This is an optimization exercise on Yosys and OpenROAD, whose aim is a short achievable clock period and few clock cycles per item, not a production implementation.
The RTL was checked by simulation tests, not by an equivalence proof against the original design.
Power figures rest on the tool's default switching activity, not on a simulated workload.

==> job 3968 <==
## lc4_processor
module lc4_processor #(
   parameter lc4_pkg::word_t p_reset_pc = lc4_pkg::reset_pc
) (
   input  logic              gwe,
   input  logic              i_rst_n,
   output lc4_pkg::word_t    o_cur_pc,          
   input  lc4_pkg::word_t    i_cur_insn,
   output lc4_pkg::word_t    o_dmem_addr,
   output logic              o_dmem_we,
   output lc4_pkg::word_t    o_dmem_towrite,
   input  lc4_pkg::word_t    i_cur_dmem_data,
   output logic              o_wb_valid,        
   output lc4_pkg::word_t    o_wb_pc,
   output lc4_pkg::word_t    o_wb_insn,
   output logic              o_wb_rf_we,
   output lc4_pkg::reg_sel_t o_wb_rf_wsel,
   output lc4_pkg::word_t    o_wb_rf_data
);
   typedef lc4_pkg::word_t word_t;
   word_t       rf [8];
   logic [2:0]  nzp_q;
   logic        x_kill;
   logic        x_tq;                                   
   logic        x_valid, x_wr, x_wr_alu, x_load, x_store, x_and, x_sub;
   logic        x_sa_m, x_sa_r;                         
  ...
==> flow/config.mk <==
export PLATFORM = sky130hd
export DESIGN_NAME = lc4_processor
export DESIGN_NICKNAME = lc4_processor
export VERILOG_FILES = /design/flow/design.v
export SDC_FILE = /design/flow/constraint.sdc
export NUM_CORES = 4
export LEC_CHECK = 0
export CAP_MARGIN = 20
export CORE_MARGIN = 2
export CORE_UTILIZATION = 40
export SETUP_SLACK_MARGIN = 3.0
export SLEW_MARGIN = 20
export TNS_END_PERCENT = 100
==> flow/constraint.sdc <==
create_clock -name core_clock -period 5.2 [get_ports {gwe}]
set_input_delay 1.0400 -clock core_clock [delete_from_list [all_inputs] [get_ports {gwe}]]
set_output_delay 1.0400 -clock core_clock [all_outputs]
set_load 0.01 [all_outputs]
run.sh (not shown) runs the stock make flow with config.mk's settings and CLKGATE_MAP_FILE= SYNTH_SCRIPT=/design/flow/synth_recipe.tcl, a recipe that flattens the netlist after the stock synthesis.
==> job 3272: changes against job 3968 <==
--- a/flow/design.v
+++ b/flow/design.v
@@ -45,38 +45,109 @@
    output logic           o_c15,
    output logic           o_h15,
    output logic           o_zero
 );
    logic [4:0][15:0] gg;
-   logic [4:0][15:0] pp;
-   logic [15:0]      g, p, h, k;
+   logic [4:0][15:0] tt;
+   logic [15:0]      an, bm, g, t, h, k, c;
    always_comb begin
-      g     = i_a & i_b;
-      p     = i_a ^ i_b;
-      gg[0] = g & {16{!i_and}};
-      pp[0] = p & {16{!i_and}};
-      gg[0][0] = gg[0][0] | (pp[0][0] & i_sub);
+      an = i_a & {16{!i_and}};
+      bm = i_b & {16{i_and}};
+      g  = an & i_b;                         
+      t  = i_a | i_b;                        
+      h  = (t & ~g & {16{!i_and}}) | (i_a & bm);   
+      gg[0] = g;
+      tt[0] = t;
+      gg[0][0] = g[0] | (t[0] & i_sub);
       for (int l = 0; l < 4; l++) begin
          for (int i = 0; i < 16; i++) begin
             if (i >= (1 << l)) begin
-               gg[l+1][i] = gg[l][i] | (pp[l][i] & gg[l][i-(1<<l)]);
-               pp[l+1][i] = pp[l][i] & pp[l][i-(1<<l)];
+               gg[l+1][i] = gg[l][i] | (tt[l][i] & gg[l][i-(1<<l)]);
+               tt[l+1][i] = tt[l][i] & tt[l][i-(1<<l)];
             end else begin
                gg[l+1][i] = gg[l][i];
-               pp[l+1][i] = pp[l][i];
+               tt[l+1][i] = tt[l][i];
             end
          end
       end
-      h = i_and ? g : p;   
-      o_sum[0] = h[0] ^ i_sub;
-      for (int i = 1; i < 16; i++) o_sum[i] = h[i] ^ gg[4][i-1];
-      o_c15 = gg[4][14];
+      c     = {gg[4][14:0], i_sub};
+      o_sum = h ^ c;
+      o_c15 = c[15];
       o_h15 = h[15];
-      k = i_and ? 16'h0000 : {i_a[14:0] | i_b[14:0], i_sub};
+      k      = {t[14:0] & {15{!i_and}}, i_sub};
       o_zero = &(h ~^ k);
    end
 endmodule
+module lc4_pc_inc (
+   input  lc4_pkg::word_t i_pc,
+   output lc4_pkg::word_t o_pc
+);
+   assign o_pc[0] = !i_pc[0];
+   for (genvar i = 1; i < 16; i++) begin : g_inc
+      assign o_pc[i] = i_pc[i] ^ (&i_pc[i-1:0]);
+   end
+endmodule
+module lc4_add9 (
+   input  logic [8:0] i_a,
+   input  logic [8:0] i_b,
+   output logic [8:0] o_sum,
+   output logic       o_cout
+);
+   logic [3:0][8:0] gg;
+   logic [3:0][8:0] tt;
+   logic [8:0]      g, t, h;
+   always_comb begin
+      g  = i_a & i_b;
+      t  = i_a | i_b;
+      h  = t & ~g;
+      gg[0] = g;
+      tt[0] = t;
+      gg[0][0] = t[0];   
+      for (int l = 0; l < 3; l++) begin
+         for (int i = 0; i < 9; i++) begin
+            if (i >= (1 << l)) begin
+               gg[l+1][i] = gg[l][i] | (tt[l][i] & gg[l][i-(1<<l)]);
+               tt[l+1][i] = tt[l][i] & tt[l][i-(1<<l)];
+            end else begin
+               gg[l+1][i] = gg[l][i];
+               tt[l+1][i] = tt[l][i];
+            end
+         end
+      end
+      o_sum  = h ^ {gg[3][7:0], 1'b1};
+      o_cout = gg[3][8] | (tt[3][8] & gg[3][0]);
+   end
+endmodule
+module lc4_pc_hi (
+   input  logic [6:0] i_hi,
+   output logic [6:0] o_p1,
+   output logic [6:0] o_m1
+);
+   assign o_p1[0] = !i_hi[0];
+   assign o_m1[0] = !i_hi[0];
+   for (genvar i = 1; i < 7; i++) begin : g_hi
+      assign o_p1[i] = i_hi[i] ^ (&i_hi[i-1:0]);
+      assign o_m1[i] = i_hi[i] ^ !(|i_hi[i-1:0]);
+   end
+endmodule
+module lc4_pc_target (
+   input  lc4_pkg::word_t i_pc,
+   input  logic [8:0]     i_imm,
+   output lc4_pkg::word_t o_tgt
+);
+   logic [6:0] hi_p1, hi_m1;
+   logic       c9;
+   lc4_add9 i_lo (.i_a(i_pc[8:0]), .i_b(i_imm), .o_sum(o_tgt[8:0]), .o_cout(c9));
+   lc4_pc_hi i_hi (.i_hi(i_pc[15:9]), .o_p1(hi_p1), .o_m1(hi_m1));
+   always_comb begin
+      case ({c9, i_imm[8]})
+         2'b10:   o_tgt[15:9] = hi_p1;
+         2'b01:   o_tgt[15:9] = hi_m1;
+         default: o_tgt[15:9] = i_pc[15:9];
+      endcase
+   end
+endmodule
 module lc4_processor #(
    parameter lc4_pkg::word_t p_reset_pc = lc4_pkg::reset_pc
 ) (
    input  logic              gwe,
    input  logic              i_rst_n,
@@ -97,19 +168,17 @@
    word_t       rf [8];
    logic [2:0]  nzp_q;
    logic        x_kill;
    logic        x_tq;                                   
    logic        x_valid, x_wr, x_wr_alu, x_load, x_store, x_and, x_sub;
-   logic        x_sa_m, x_sa_r;                         
-   logic        x_sb_m, x_sb_mn, x_sb_r, x_sb_rn, x_sb_i;   
-   logic        x_sel_d, x_d_ld;
+   logic        x_d_ld;
    logic [2:0]  x_rd;
    word_t       x_pc, x_npc, x_tgt, x_insn;
-   word_t       x_a, x_b, x_bn, x_imm, x_d;
+   word_t       x_a, x_b, x_d;
    logic        m_valid, m_wr, m_load, m_store;
    logic [2:0]  m_rd;
-   word_t       m_pc, m_insn, m_res, m_res_n, m_sdata;
+   word_t       m_pc, m_insn, m_res, m_sdata;
    logic        w_valid, w_wr;
    logic [2:0]  w_rd;
    word_t       w_pc, w_insn, w_data;
    word_t       res;
    logic        c15, h15, z;
@@ -132,15 +201,14 @@
    word_t      fi;
    logic [3:0] f_op;
    logic [2:0] f_rs, f_rt, f_rd;
    logic       f_br, f_arith, f_and, f_ldr, f_str, f_const, f_sub, f_rrr;
    logic       f_valid, f_wr, f_use_rs, f_use_rt, f_stall;
-   logic       f_byp_a, f_byp_b;
-   logic [9:0] f_tgt_lo;
+   logic       f_byp_a, f_byp_b, f_byp_d;
    word_t      m_val;
    word_t      rfv [8];
-   word_t      f_rt_v, f_imm;
+   word_t      f_rt_v, f_a, f_b;
    assign fi      = i_cur_insn;
    assign f_op    = fi[15:12];
    assign f_rd    = fi[11:9];
    assign f_rs    = fi[8:6];
    assign f_rt    = fi[2:0];
@@ -169,35 +237,31 @@
    always_comb begin
       if (xe_wr_alu)   f_taken = c15 ? t_alu1 : t_alu0;
       else if (m_load) f_taken = t_mem;
       else             f_taken = t_old;
    end
-   assign f_byp_a = xe_wr_alu && (f_rs == x_rd);
-   assign f_byp_b = xe_wr_alu && (f_rt == x_rd);
+   assign f_byp_a = xe_wr_alu && !f_const && (f_rs == x_rd);
+   assign f_byp_b = xe_wr_alu && f_use_rt && (f_rt == x_rd);
+   assign f_byp_d = xe_wr_alu && (f_rd == x_rd);
    assign m_val = m_load ? i_cur_dmem_data : m_res;
    always_comb begin
       for (int i = 0; i < 8; i++) begin
          rfv[i] = (m_wr && m_rd == 3'(i)) ? m_val : rf[i];
       end
    end
    assign f_rt_v = rfv[f_rt];
+   assign f_a    = f_const ? '0 : rfv[f_rs];
    always_comb begin
-      if (f_const)             f_imm = {{7{fi[8]}}, fi[8:0]};
-      else if (f_ldr || f_str) f_imm = {{10{fi[5]}}, fi[5:0]};
-      else                     f_imm = {{11{fi[4]}}, fi[4:0]};
-   end
-   logic [6:0] f_hi_p1, f_hi_m1, f_tgt_hi;
-   assign f_tgt_lo = {1'b0, fpc[8:0]} + {1'b0, fi[8:0]} + 10'd1;
-   assign f_hi_p1  = fpc[15:9] + 7'd1;
-   assign f_hi_m1  = fpc[15:9] - 7'd1;
-   always_comb begin
-      case ({f_tgt_lo[9], fi[8]})
-         2'b10:   f_tgt_hi = f_hi_p1;
-         2'b01:   f_tgt_hi = f_hi_m1;
-         default: f_tgt_hi = fpc[15:9];
-      endcase
+      if (f_const)             f_b = {{7{fi[8]}}, fi[8:0]};
+      else if (f_ldr || f_str) f_b = {{10{fi[5]}}, fi[5:0]};
+      else if (!f_use_rt)      f_b = {{11{fi[4]}}, fi[4:0]};
+      else if (f_sub)          f_b = ~f_rt_v;
+      else                     f_b = f_rt_v;
    end
+   word_t f_tgt, f_inc;
+   lc4_pc_target i_pc_target (.i_pc(fpc), .i_imm(fi[8:0]), .o_tgt(f_tgt));
+   lc4_pc_inc i_pc_inc (.i_pc(fpc), .o_pc(f_inc));
    always_ff @(posedge gwe) begin
       if (!i_rst_n) begin
          x_kill   <= 1'b0;
          x_tq     <= 1'b0;
          x_valid  <= 1'b0;
@@ -212,43 +276,29 @@
          x_valid  <= f_valid;
          x_wr     <= f_wr;
          x_wr_alu <= f_wr && !f_ldr;
          x_load   <= f_ldr;
          x_store  <= f_str;
-         x_npc    <= f_stall ? fpc : fpc + 16'd1;   
+         x_npc    <= f_stall ? fpc : f_inc;   
       end
    end
    always_ff @(posedge gwe) begin
       x_pc     <= fpc;
       x_insn   <= fi;
-      x_tgt    <= {f_tgt_hi, f_tgt_lo[8:0]};
+      x_tgt    <= f_tgt;
       x_rd     <= f_rd;
       x_and    <= f_and;
       x_sub    <= f_sub;
-      x_a      <= rfv[f_rs];
-      x_b      <= f_rt_v;
-      x_bn     <= ~f_rt_v;
-      x_imm    <= f_imm;
-      x_d      <= rfv[f_rd];
-      x_sa_m   <= !f_const && f_byp_a;
-      x_sa_r   <= !f_const && !f_byp_a;
-      x_sb_m   <= f_use_rt && !f_sub && f_byp_b;
-      x_sb_mn  <= f_use_rt && f_sub && f_byp_b;
-      x_sb_r   <= f_use_rt && !f_sub && !f_byp_b;
-      x_sb_rn  <= f_use_rt && f_sub && !f_byp_b;
-      x_sb_i   <= !f_use_rt;
-      x_sel_d  <= xe_wr_alu && (f_rd == x_rd);
+      x_a      <= f_byp_a ? res : f_a;
+      x_b      <= f_byp_b ? (f_sub ? ~res : res) : f_b;
+      x_d      <= f_byp_d ? res : rfv[f_rd];
       x_d_ld   <= xe_load && (f_rd == x_rd);   
    end
-   word_t       a, b;
    logic [2:0]  x_nzp;
-   assign a = ({16{x_sa_m}} & m_res) | ({16{x_sa_r}} & x_a);
-   assign b = ({16{x_sb_m}} & m_res) | ({16{x_sb_mn}} & m_res_n) |
-              ({16{x_sb_r}} & x_b) | ({16{x_sb_rn}} & x_bn) | ({16{x_sb_i}} & x_imm);
    lc4_alu i_lc4_alu (
-      .i_a    (a),
-      .i_b    (b),
+      .i_a    (x_a),
+      .i_b    (x_b),
       .i_sub  (x_sub),
       .i_and  (x_and),
       .o_sum  (res),
       .o_c15  (c15),
       .o_h15  (h15),
@@ -271,12 +321,11 @@
    always_ff @(posedge gwe) begin
       m_rd    <= x_rd;
       m_pc    <= x_pc;
       m_insn  <= x_insn;
       m_res   <= res;
-      m_res_n <= ~res;
-      m_sdata <= x_d_ld ? i_cur_dmem_data : (x_sel_d ? m_res : x_d);
+      m_sdata <= x_d_ld ? i_cur_dmem_data : x_d;
    end
    assign o_dmem_addr    = m_res;
    assign o_dmem_we      = m_store;
    assign o_dmem_towrite = m_sdata;
    always_ff @(posedge gwe) begin
SYNTH_HIERARCHICAL = 1   (was unset)
==> qor summary <==
item                                                                                job 3968                 job 3272
Outcome                                                              complete, no violations  complete, no violations
Multi-input combinational cell area                                               10900 um^2               12900 um^2
Internal Power                                                                       6000 uW                  5450 uW
Pre-CTS setup slack                                                                 0.460 ns                  1.26 ns
Floorplan die area                                                                47600 um^2               46900 um^2
DP Cell Count                                                                           2673                     2580
Count of inverters other than clock inverters in the layout                              105                       58
Mapped Cells                                                                            2044                     1961
Placer congestion estimate                                                             0.930                    0.989
Height of the chip                                                                    218 um                   217 um
Syn Area/Cell                                                                      8.98 um^2                9.21 um^2
Post-route core utilization                                                            56.4%                    60.9%
Crit-path slowest cell                                                                  fa_2                    or4_4
Number of buffers outside the clock class in the layout                                  390                      445
Power density relative to cell area                                              324 nW/um^2              291 nW/um^2
Share of final-layout standard cells stronger than drive strength 1                    34.4%                    44.6%
Syn nets                                                                                2127                     2027
Testbench counts of job 3968, summed over its fixed seeds: cycles 15,140, insns 14,421.
Testbench counts of job 3272, summed over its fixed seeds: cycles 15,140, insns 14,421.

-- separate check: timing with driven ports --
Ports are ideal in the flow. The routed layouts listed here were re-timed in OpenROAD.
Step 1 sets driving cells, clkbuf_16 on the clock port and buf_2 on the other inputs (assumed; they add their load-dependent delay and slew).
Step 2 also shifts input and output timing later by t, the mid clock arrival at the registers, as if the neighbouring blocks saw the same clock.
a / b / c = no drivers / after step 1 / after step 2; a / b = the first two.
| run | t, ns | setup slack, ns | worst setup path at the end |
|---|---|---|---|
| job 3968 | 0.639 | 1.537 / 1.526 / 0.888 | input to register |
| job 3272 | 0.626 | 2.475 / 2.423 / 2.079 | input to register |
After both steps setup and hold are still met in every run listed. For job 3968, which loses most, drivers alone change the setup slack by -0.011 ns; drivers and shift together by -0.649 ns.
